This is an optimization exercise on Yosys and OpenROAD, whose aim is small area and a short achievable clock period, not a production implementation.
Where RTL was checked, it was by simulation tests only, not by an equivalence proof against the original.
Power figures rest on the tool's default switching activity, not on a simulated workload.

Design mfb_frame_gen_top, start of the top module:
module mfb_frame_gen_top (
    input  logic          CLK,
    input  logic          RESET,
    input  logic          START,
    input  logic [31:0]   FRAMES,
    input  logic [15:0]   LEN_MIN,
    input  logic [15:0]   LEN_MAX,
    output logic          BUSY,
    output logic          DONE,
    output logic [31:0]   SENT_CNT,
    output logic [1023:0] TX_DATA,
    output logic [5:0]    TX_SOF_POS,
    output logic [11:0]   TX_EOF_POS,
    output logic [1:0]    TX_SOF,
    output logic [1:0]    TX_EOF,
    output logic          TX_SRC_RDY,
    input  logic          TX_DST_RDY
);
    mfb_frame_gen gen_i (
        .CLK        (CLK),
        .RESET      (RESET),
        .START      (START),
        .FRAMES     (FRAMES),
        .LEN_MIN    (LEN_MIN),
        .LEN_MAX    (LEN_MAX),
        .BUSY       (BUSY),
        .DONE       (DONE),
        .SENT_CNT   (SENT_CNT),
        .TX_DATA    (TX_DATA),
        .TX_SOF_POS (TX_SOF_POS),
        .TX_EOF_POS (TX_EOF_POS),
        .TX_SOF     (TX_SOF),
        .TX_EOF     (TX_EOF),
        .TX_SRC_RDY (TX_SRC_RDY),
        .TX_DST_RDY (TX_DST_RDY)
    );
endmodule
export LEC_CHECK = 0
export ABC_CLOCK_PERIOD_IN_PS = 3000
export CAP_MARGIN = 20
export CORE_AREA = 4 4 326 326
export DIE_AREA = 0 0 330 330
export SLEW_MARGIN = 20
create_clock -name core_clock -period 12.0 [get_ports {CLK}]
standard.sh (not shown) runs the stock make flow with config.mk's settings and CLKGATE_MAP_FILE= SYNTH_SCRIPT=/design/flow/synth_recipe.tcl, a recipe that flattens the netlist after the stock synthesis.
==> flow/flow/run.sh <==
#!/bin/bash
set -euo pipefail
bash standard.sh \
  "BUFFER_PORTS_ARGS=-buffer_cell sky130_fd_sc_hd__buf_1" \
  SETUP_SLACK_MARGIN=7.5 \
  finish > make.log 2>&1
Change:
--- a/flow/design.v
+++ b/flow/design.v
@@ -92,21 +92,21 @@
     output logic [1:0]    TX_EOF,
     output logic          TX_SRC_RDY,
     input  logic          TX_DST_RDY
 );
     logic        busy_q, done_q;
     logic        idle;
     assign idle = !busy_q && !done_q;
     logic [15:0] lm1_q;      
     logic [15:0] lx1;        
     logic [15:0] d_q;        
-    logic [15:0] mask_q;     
+    logic [15:0] ws_q;       
     logic        le64_q;     
     logic        le128_q;    
     logic [31:0] left_q;     
     logic [7:0]  fidx_q;     
     logic        in_q;       
     logic [9:0]  rr_q;       
     logic        bias_q;     
     logic [5:0]  ep_q;       
     logic [1:0]  o_q;        
     logic        last_q;     
@@ -118,28 +118,35 @@
     mfb_frame_gen_lfsr #(.SEED(16'hACE1)) lfsr_i (
         .clk    (CLK),
         .reset  (RESET),
         .en     (load),
         .adv1   (adv1),
         .adv2   (adv2),
         .ahead0 (v0),
         .ahead1 (v1),
         .ahead2 (v2)
     );
-    function automatic logic [15:0] smear(input logic [15:0] d);
+    function automatic logic [15:0] smear4(input logic [15:0] d);
         logic [15:0] m;
-        m = d;
-        for (int s = 1; s < 16; s = s * 2) m = m | (m >> s);
-        smear = m;
+        for (int k = 0; k < 16; k++) begin
+            m[k] = d[k];
+            for (int i = k + 1; i < (k / 4) * 4 + 4; i++) m[k] = m[k] | d[i];
+        end
+        smear4 = m;
     endfunction
     logic [15:0] mask;
-    assign mask = mask_q;
+    always_comb begin
+        for (int k = 0; k < 16; k++) begin
+            mask[k] = ws_q[k];
+            for (int g = k / 4 + 1; g < 4; g++) mask[k] = mask[k] | ws_q[4 * g];
+        end
+    end
     logic [15:0] x0, x1, t0, t1;
     logic        sat0, sat1;
     assign x0   = v0 & mask;
     assign x1   = v1 & mask;
     assign sat0 = x0 > d_q;
     assign sat1 = x1 > d_q;
     assign lx1  = lm1_q + d_q;
     assign t0   = sat0 ? lx1 : lm1_q + x0;
     assign t1   = sat1 ? lx1 : lm1_q + x1;
     logic lm1_hi6, lm1_hi7;
@@ -283,21 +290,21 @@
         else if (xfer) TX_SRC_RDY <= 1'b0;
     end
     logic [15:0] diff;
     logic        span;
     assign diff = LEN_MAX - LEN_MIN;
     assign span = LEN_MIN < LEN_MAX;
     always_ff @(posedge CLK) begin
         if (idle) begin
             lm1_q   <= LEN_MIN - 16'd1;
             d_q     <= span ? diff : 16'd0;
-            mask_q  <= span ? smear(diff) : 16'd0;
+            ws_q    <= span ? smear4(diff) : 16'd0;
             le64_q  <= LEN_MAX <= 16'd64;
             le128_q <= LEN_MAX <= 16'd128;
             left_q  <= FRAMES;
             fidx_q  <= 8'd0;
             in_q    <= 1'b0;
             last_q  <= 1'b0;
         end else if (load) begin
             left_q  <= left_n;
             fidx_q  <= fidx_n;
             in_q    <= in_n;
The new run ran to the end with no violations.
Clock skew fell by 0.031 ns.
Routed wire length goes up by a few percent.
Cell count rose slightly.
Sequential cell count goes down by 3.
Sequential share of layout area is lower by 0.84 points.
Maximum frequency increases slightly.
Total power rose by a few percent.
Sequential power hardly moves.
Register-to-register slack loses 0.04 ns.
Die area stays the same.
Combinational power rises by a little under a tenth.
Via count rises slightly.
Only the layout flow was run in the second run of this note; the RTL was not checked for function there.


== rev 12 ==
The RTL this note starts from:
==> flow/design.v <==
package mfb_frame_gen_pkg;
    localparam logic [15:0] LFSR_TAPS = 16'h002D;
endpackage
module mfb_frame_gen_lfsr #(
    parameter logic [15:0] SEED = 16'hACE1
) (
    input  logic        clk,
    input  logic        reset,
    input  logic        en,
    input  logic        adv1,
    input  logic        adv2,
    output logic [15:0] ahead0,
    output logic [15:0] ahead1,
    output logic [15:0] ahead2
);
    logic [15:0] q;
    assign ahead0 = q;
    assign ahead1 = {^(ahead0 & mfb_frame_gen_pkg::LFSR_TAPS), ahead0[15:1]};
    assign ahead2 = {^(ahead1 & mfb_frame_gen_pkg::LFSR_TAPS), ahead1[15:1]};
    always_ff @(posedge clk) begin
        if (reset)     q <= SEED;
        else if (en) begin
            if (adv2)      q <= ahead2;
            else if (adv1) q <= ahead1;
        end
    end
endmodule
module mfb_frame_gen_items (
    input  logic         clk,
    input  logic         en,
    input  logic [7:0]   base_n,
    output logic [511:0] items
);
    logic [2:0]      lo_q;
    logic [7:1]      cl_q;       
    logic [7:1]      cln_q;      
    logic [8:0][4:0] hn_q;       
    always_ff @(posedge clk) begin
        if (en) begin
            lo_q <= base_n[2:0];
            for (int j = 1; j < 8; j++) begin
                cl_q[j]  <= ({1'b0, base_n[2:0]} + 4'(j)) >= 4'd8;
                cln_q[j] <= ({1'b0, base_n[2:0]} + 4'(j)) <  4'd8;
            end
            for (int m = 0; m < 9; m++) hn_q[m] <= ~(base_n[7:3] + 5'(m));
        end
    end
    logic [7:0][2:0] sl;         
    always_comb begin
        for (int j = 0; j < 8; j++) sl[j] = lo_q + 3'(j);
    end
    genvar i;
    generate
        for (i = 0; i < 64; i++) begin : g_item
            if (i % 8 == 0) begin : g_nc
                assign items[i*8 +: 8] = {~hn_q[i / 8], sl[0]};
            end else begin : g_c
                assign items[i*8 +: 8] = {~((cl_q[i % 8] ? hn_q[i / 8 + 1] : 5'd0) |
                                           (cln_q[i % 8] ? hn_q[i / 8] : 5'd0)),
                                          sl[i % 8]};
            end
        end
    endgenerate
endmodule
module mfb_frame_gen (
    input  logic          CLK,
    input  logic          RESET,
    input  logic          START,
    input  logic [31:0]   FRAMES,
    input  logic [15:0]   LEN_MIN,
    input  logic [15:0]   LEN_MAX,
    output logic          BUSY,
    output logic          DONE,
    output logic [31:0]   SENT_CNT,
    output logic [1023:0] TX_DATA,
    output logic [5:0]    TX_SOF_POS,
    output logic [11:0]   TX_EOF_POS,
    output logic [1:0]    TX_SOF,
    output logic [1:0]    TX_EOF,
    output logic          TX_SRC_RDY,
    input  logic          TX_DST_RDY
);
    logic        busy_q, done_q;
    logic        idle;
    assign idle = !busy_q && !done_q;
    logic [15:0] lm1_q;      
    logic [15:0] lx1_q;      
    logic [15:0] d_q;        
    logic [15:0] mask_q;     
    logic        le64_q;     
    logic        le128_q;    
    logic [31:0] left_q;     
    logic [7:0]  fidx_q;     
    logic        in_q;       
    logic [9:0]  rr_q;       
    logic        bias_q;     
    logic [5:0]  ep_q;       
    logic [1:0]  o_q;        
    logic        last_q;     
    logic xfer, load;
    assign xfer = TX_SRC_RDY && TX_DST_RDY;
    assign load = busy_q && !last_q && (!TX_SRC_RDY || TX_DST_RDY);
    logic [15:0] v0, v1, v2;
    logic        adv1, adv2;
    mfb_frame_gen_lfsr #(.SEED(16'hACE1)) lfsr_i (
        .clk    (CLK),
        .reset  (RESET),
        .en     (load),
        .adv1   (adv1),
        .adv2   (adv2),
        .ahead0 (v0),
        .ahead1 (v1),
        .ahead2 (v2)
    );
    function automatic logic [15:0] smear(input logic [15:0] d);
        logic [15:0] m;
        m = d;
        for (int s = 1; s < 16; s = s * 2) m = m | (m >> s);
        smear = m;
    endfunction
    logic [15:0] mask;
    assign mask = mask_q;
    logic [15:0] x0, x1, t0, t1;
    logic        sat0, sat1;
    assign x0   = v0 & mask;
    assign x1   = v1 & mask;
    assign sat0 = x0 > d_q;
    assign sat1 = x1 > d_q;
    assign t0   = sat0 ? lx1_q : lm1_q + x0;
    assign t1   = sat1 ? lx1_q : lm1_q + x1;
    logic lm1_hi6, lm1_hi7;
    assign lm1_hi6 = lm1_q[15:6] == 10'd0;
    assign lm1_hi7 = lm1_q[15:7] == 9'd0;
    logic [6:0] s0lo, s1lo;
    assign s0lo = {1'b0, lm1_q[5:0]} + {1'b0, x0[5:0]};
    assign s1lo = {1'b0, lm1_q[5:0]} + {1'b0, x1[5:0]};
    logic [7:0] s0lo7;
    assign s0lo7 = {1'b0, lm1_q[6:0]} + {1'b0, x0[6:0]};
    logic one0, one1, two0;
    assign one0 = sat0 ? le64_q  : (lm1_hi6 && x0[15:6] == 10'd0 && !s0lo[6]);
    assign one1 = sat1 ? le64_q  : (lm1_hi6 && x1[15:6] == 10'd0 && !s1lo[6]);
    assign two0 = sat0 ? le128_q : (lm1_hi7 && x0[15:7] == 9'd0 && !s0lo7[7]);
    logic        left_hi0, left_nz, left_ge2, left_eq1, left_eq2;
    assign left_hi0 = left_q[31:2] == 30'd0;
    assign left_ge2 = !left_hi0 || left_q[1];
    assign left_nz  = left_ge2 || left_q[0];
    assign left_eq1 = left_hi0 && !left_q[1] && left_q[0];
    assign left_eq2 = left_hi0 && left_q[1] && !left_q[0];
    logic [30:0] left_dec;
    logic [31:0] left_m1, left_m2;
    assign left_dec = left_q[31:1] - 31'd1;
    assign left_m1  = left_q[0] ? {left_q[31:1], 1'b0} : {left_dec, 1'b1};
    assign left_m2  = {left_dec, left_q[0]};
    logic        c_eof0, c_eof1;
    assign c_eof0 = bias_q ? (rr_q == 10'd1) : (rr_q == 10'd2);
    assign c_eof1 = bias_q ? (rr_q == 10'd2) : (rr_q == 10'd3);
    logic        sof0, sof1, eof0, eof1;
    logic [5:0]  ep0, ep1;
    logic [7:0]  b0, b1;
    logic        in_n;
    logic [9:0]  rr_n;
    logic        bias_n;
    logic [5:0]  ep_n;
    logic [1:0]  o_n;
    logic [7:0]  fidx_n;
    logic        last_n;
    logic [31:0] left_n;
    logic [7:0]  fidx_p1, fidx_p2;
    logic [6:0] fidx_inc;
    assign fidx_inc = fidx_q[7:1] + 7'd1;
    assign fidx_p1  = fidx_q[0] ? {fidx_inc, 1'b0} : {fidx_q[7:1], 1'b1};
    assign fidx_p2  = {fidx_inc, fidx_q[0]};
    always_comb begin
        sof0 = !in_q;
        if (in_q) begin
            eof0 = c_eof0;
            ep0  = ep_q;
            b0   = {fidx_q[7:6] + o_q, fidx_q[5:0]};
        end else begin
            eof0 = one0;
            ep0  = t0[5:0];
            b0   = fidx_q;
        end
        in_n   = 1'b0;
        rr_n   = rr_q;
        bias_n = bias_q;
        ep_n   = ep_q;
        o_n    = o_q;
        fidx_n = fidx_p1;
        sof1   = 1'b0;
        eof1   = 1'b0;
        ep1    = ep0;
        b1     = {b0[7:6] + 2'd1, b0[5:0]};
        if (!eof0) begin
            eof1 = in_q ? c_eof1 : two0;
            if (!eof1) begin
                in_n   = 1'b1;
                if (in_q) begin
                    rr_n   = rr_q - 10'd2;
                    bias_n = bias_q;
                end else begin
                    rr_n   = t0[15:6];
                    bias_n = 1'b0;
                end
                ep_n   = ep0;
                o_n    = (in_q ? o_q : 2'd0) + 2'd2;
                fidx_n = fidx_q;
            end
        end else begin
            sof1 = in_q ? left_nz : left_ge2;
            b1   = fidx_p1;
            if (sof1) begin
                eof1 = in_q ? one0 : one1;
                ep1  = in_q ? t0[5:0] : t1[5:0];
                if (!eof1) begin
                    in_n   = 1'b1;
                    rr_n   = in_q ? t0[15:6] : t1[15:6];
                    bias_n = 1'b1;
                    ep_n   = ep1;
                    o_n    = 2'd1;
                    fidx_n = fidx_p1;
                end else begin
                    fidx_n = fidx_p2;
                end
            end
        end
        adv1   = sof0 ^ sof1;
        adv2   = sof0 & sof1;
        if (adv2) begin
            left_n = left_m2;
            last_n = !in_n && left_eq2;
        end else if (adv1) begin
            left_n = left_m1;
            last_n = !in_n && left_eq1;
        end else begin
            left_n = left_q;
            last_n = !in_n && !left_nz;
        end
    end
    always_ff @(posedge CLK) begin
        if (RESET) begin
            busy_q <= 1'b0;
            done_q <= 1'b0;
        end else if (idle) begin
            busy_q <= START && (FRAMES != 32'd0);
            done_q <= START && (FRAMES == 32'd0);
        end else if (done_q) begin
            done_q <= 1'b0;
        end else if (xfer && last_q) begin
            busy_q <= 1'b0;
            done_q <= 1'b1;
        end
    end
    logic [30:0] sent_inc;
    assign sent_inc = SENT_CNT[31:1] + 31'd1;
    always_ff @(posedge CLK) begin
        if (RESET)                 SENT_CNT <= 32'd0;
        else if (idle && START)    SENT_CNT <= 32'd0;
        else if (xfer) begin
            if (TX_EOF[1] & TX_EOF[0])
                SENT_CNT <= {sent_inc, SENT_CNT[0]};
            else if (TX_EOF[1] ^ TX_EOF[0])
                SENT_CNT <= SENT_CNT[0] ? {sent_inc, 1'b0} : {SENT_CNT[31:1], 1'b1};
        end
    end
    always_ff @(posedge CLK) begin
        if (RESET)     TX_SRC_RDY <= 1'b0;
        else if (load) TX_SRC_RDY <= 1'b1;
        else if (xfer) TX_SRC_RDY <= 1'b0;
    end
    logic [15:0] diff;
    logic        span;
    assign diff = LEN_MAX - LEN_MIN;
    assign span = LEN_MIN < LEN_MAX;
    always_ff @(posedge CLK) begin
        if (idle) begin
            lm1_q   <= LEN_MIN - 16'd1;
            lx1_q   <= LEN_MAX - 16'd1;
            d_q     <= span ? diff : 16'd0;
            mask_q  <= span ? smear(diff) : 16'd0;
            le64_q  <= LEN_MAX <= 16'd64;
            le128_q <= LEN_MAX <= 16'd128;
            left_q  <= FRAMES;
            fidx_q  <= 8'd0;
            in_q    <= 1'b0;
            last_q  <= 1'b0;
        end else if (load) begin
            left_q  <= left_n;
            fidx_q  <= fidx_n;
            in_q    <= in_n;
            last_q  <= last_n;
            rr_q    <= rr_n;
            bias_q  <= bias_n;
            ep_q    <= ep_n;
            o_q     <= o_n;
        end
    end
    always_ff @(posedge CLK) begin
        if (load) begin
            TX_SOF     <= {sof1, sof0};
            TX_EOF     <= {eof1, eof0};
            TX_EOF_POS <= {ep1, ep0};
        end
    end
    assign BUSY       = busy_q;
    assign DONE       = done_q;
    assign TX_SOF_POS = 6'd0;
    mfb_frame_gen_items items0_i (.clk(CLK), .en(load), .base_n(b0), .items(TX_DATA[511:0]));
    mfb_frame_gen_items items1_i (.clk(CLK), .en(load), .base_n(b1), .items(TX_DATA[1023:512]));
endmodule
module mfb_frame_gen_top (
    input  logic          CLK,
    input  logic          RESET,
    input  logic          START,
    input  logic [31:0]   FRAMES,
    input  logic [15:0]   LEN_MIN,
    input  logic [15:0]   LEN_MAX,
    output logic          BUSY,
    output logic          DONE,
    output logic [31:0]   SENT_CNT,
    output logic [1023:0] TX_DATA,
    output logic [5:0]    TX_SOF_POS,
    output logic [11:0]   TX_EOF_POS,
    output logic [1:0]    TX_SOF,
    output logic [1:0]    TX_EOF,
    output logic          TX_SRC_RDY,
    input  logic          TX_DST_RDY
);
    mfb_frame_gen gen_i (
        .CLK        (CLK),
        .RESET      (RESET),
        .START      (START),
        .FRAMES     (FRAMES),
        .LEN_MIN    (LEN_MIN),
        .LEN_MAX    (LEN_MAX),
        .BUSY       (BUSY),
        .DONE       (DONE),
        .SENT_CNT   (SENT_CNT),
        .TX_DATA    (TX_DATA),
        .TX_SOF_POS (TX_SOF_POS),
        .TX_EOF_POS (TX_EOF_POS),
        .TX_SOF     (TX_SOF),
        .TX_EOF     (TX_EOF),
        .TX_SRC_RDY (TX_SRC_RDY),
        .TX_DST_RDY (TX_DST_RDY)
    );
endmodule
==> flow/config.mk <==
export PLATFORM = sky130hd
export DESIGN_NAME = mfb_frame_gen_top
export DESIGN_NICKNAME = mfb_frame_gen_top
export VERILOG_FILES = /design/flow/design.v
export SDC_FILE = /design/flow/constraint.sdc
export NUM_CORES = 4
export LEC_CHECK = 0
export ABC_CLOCK_PERIOD_IN_PS = 3000
export CAP_MARGIN = 20
export CORE_AREA = 4 4 326 326
export DIE_AREA = 0 0 330 330
export SLEW_MARGIN = 20
==> flow/constraint.sdc <==
create_clock -name core_clock -period 12.0 [get_ports {CLK}]
set_input_delay 2.4000 -clock core_clock [delete_from_list [all_inputs] [get_ports {CLK}]]
set_output_delay 2.4000 -clock core_clock [all_outputs]
set_load 0.01 [all_outputs]
Scripts as last shown in full above: flow/flow/run.sh
> inputs changed (rev 12 -> rev 13)
-- flow/design.v --
<<< rev 12, line 85
    assign idle = !busy_q && !done_q;
    logic [15:0] lm1_q;      
    logic [15:0] lx1_q;      
    logic [15:0] d_q;        
    logic [15:0] mask_q;     
>>> rev 13, line 85
    assign idle = !busy_q && !done_q;
    logic [15:0] lm1_q;      
    logic [15:0] lx1;        
    logic [15:0] d_q;        
    logic [15:0] mask_q;     
<<< rev 12, line 127
    assign sat0 = x0 > d_q;
    assign sat1 = x1 > d_q;
    assign t0   = sat0 ? lx1_q : lm1_q + x0;
    assign t1   = sat1 ? lx1_q : lm1_q + x1;
    logic lm1_hi6, lm1_hi7;
    assign lm1_hi6 = lm1_q[15:6] == 10'd0;
>>> rev 13, line 127
    assign sat0 = x0 > d_q;
    assign sat1 = x1 > d_q;
    assign lx1  = lm1_q + d_q;
    assign t0   = sat0 ? lx1 : lm1_q + x0;
    assign t1   = sat1 ? lx1 : lm1_q + x1;
    logic lm1_hi6, lm1_hi7;
    assign lm1_hi6 = lm1_q[15:6] == 10'd0;
<<< rev 12, line 276
        if (idle) begin
            lm1_q   <= LEN_MIN - 16'd1;
            lx1_q   <= LEN_MAX - 16'd1;
            d_q     <= span ? diff : 16'd0;
            mask_q  <= span ? smear(diff) : 16'd0;
>>> rev 13, line 277
        if (idle) begin
            lm1_q   <= LEN_MIN - 16'd1;
            d_q     <= span ? diff : 16'd0;
            mask_q  <= span ? smear(diff) : 16'd0;
==> notes.md <==
Register count in rev 13 is lower than in rev 12.
Rev 13 against rev 12: share of power burned in registers level, area added between synthesis and finish moved down, instance count of the mapped netlist moved up, post-place instance area moved down.
Sort rev 12 and rev 13 by worst hold-check slack, descending, and rev 12 comes first.
Transition time of the tightest slew-check pin: rev 13 > rev 12
Rev 13 against rev 12; wire length on met2 is down by a few percent.
Diff rev 12 -> rev 13: global-route total usage across every layer dropped 1.9 points, area taken by multi-input logic gates up 400 um2, power consumed by sequential cells -about 5%.
Re logic gate share of total power: rev 12 was lower than rev 13.
For rev 12, only the layout was checked, not whether the RTL still works.

re-timing with driven ports:
No port has a modelled driver above. Below, the same layouts with a new extraction and two added sets of constraints. Step 1: set_driving_cell puts a clkbuf_16 on CLK and a buf_2 on each other input, an assumption about the parent block. Step 2, shift: input delay + t, output delay - t, t = (earliest + latest rising clock arrival at the registers) / 2. This alone moves slack from input paths to output paths. a / b / c = ideal / step 1 / step 2; a / b = the first two.
run	shift t [ns]	setup WS [ns]	hold slack, ns
the first run of note 1	0.649	7.346 / 7.284 / 6.814	0.508 / 0.508 / 0.508
the second run of note 1	0.641	7.425 / 7.364 / 6.993	0.507 / 0.507 / 0.507
rev 12	0.625	7.394 / 7.364 / 6.785	0.517 / 0.517 / 0.517
rev 13	0.649	7.419 / 7.383 / 6.772	0.503 / 0.503 / 0.503
After both steps every run listed still meets setup and hold. For rev 13, which loses most, drivers alone change the setup slack by -0.036 ns; drivers and shift together by -0.647 ns.
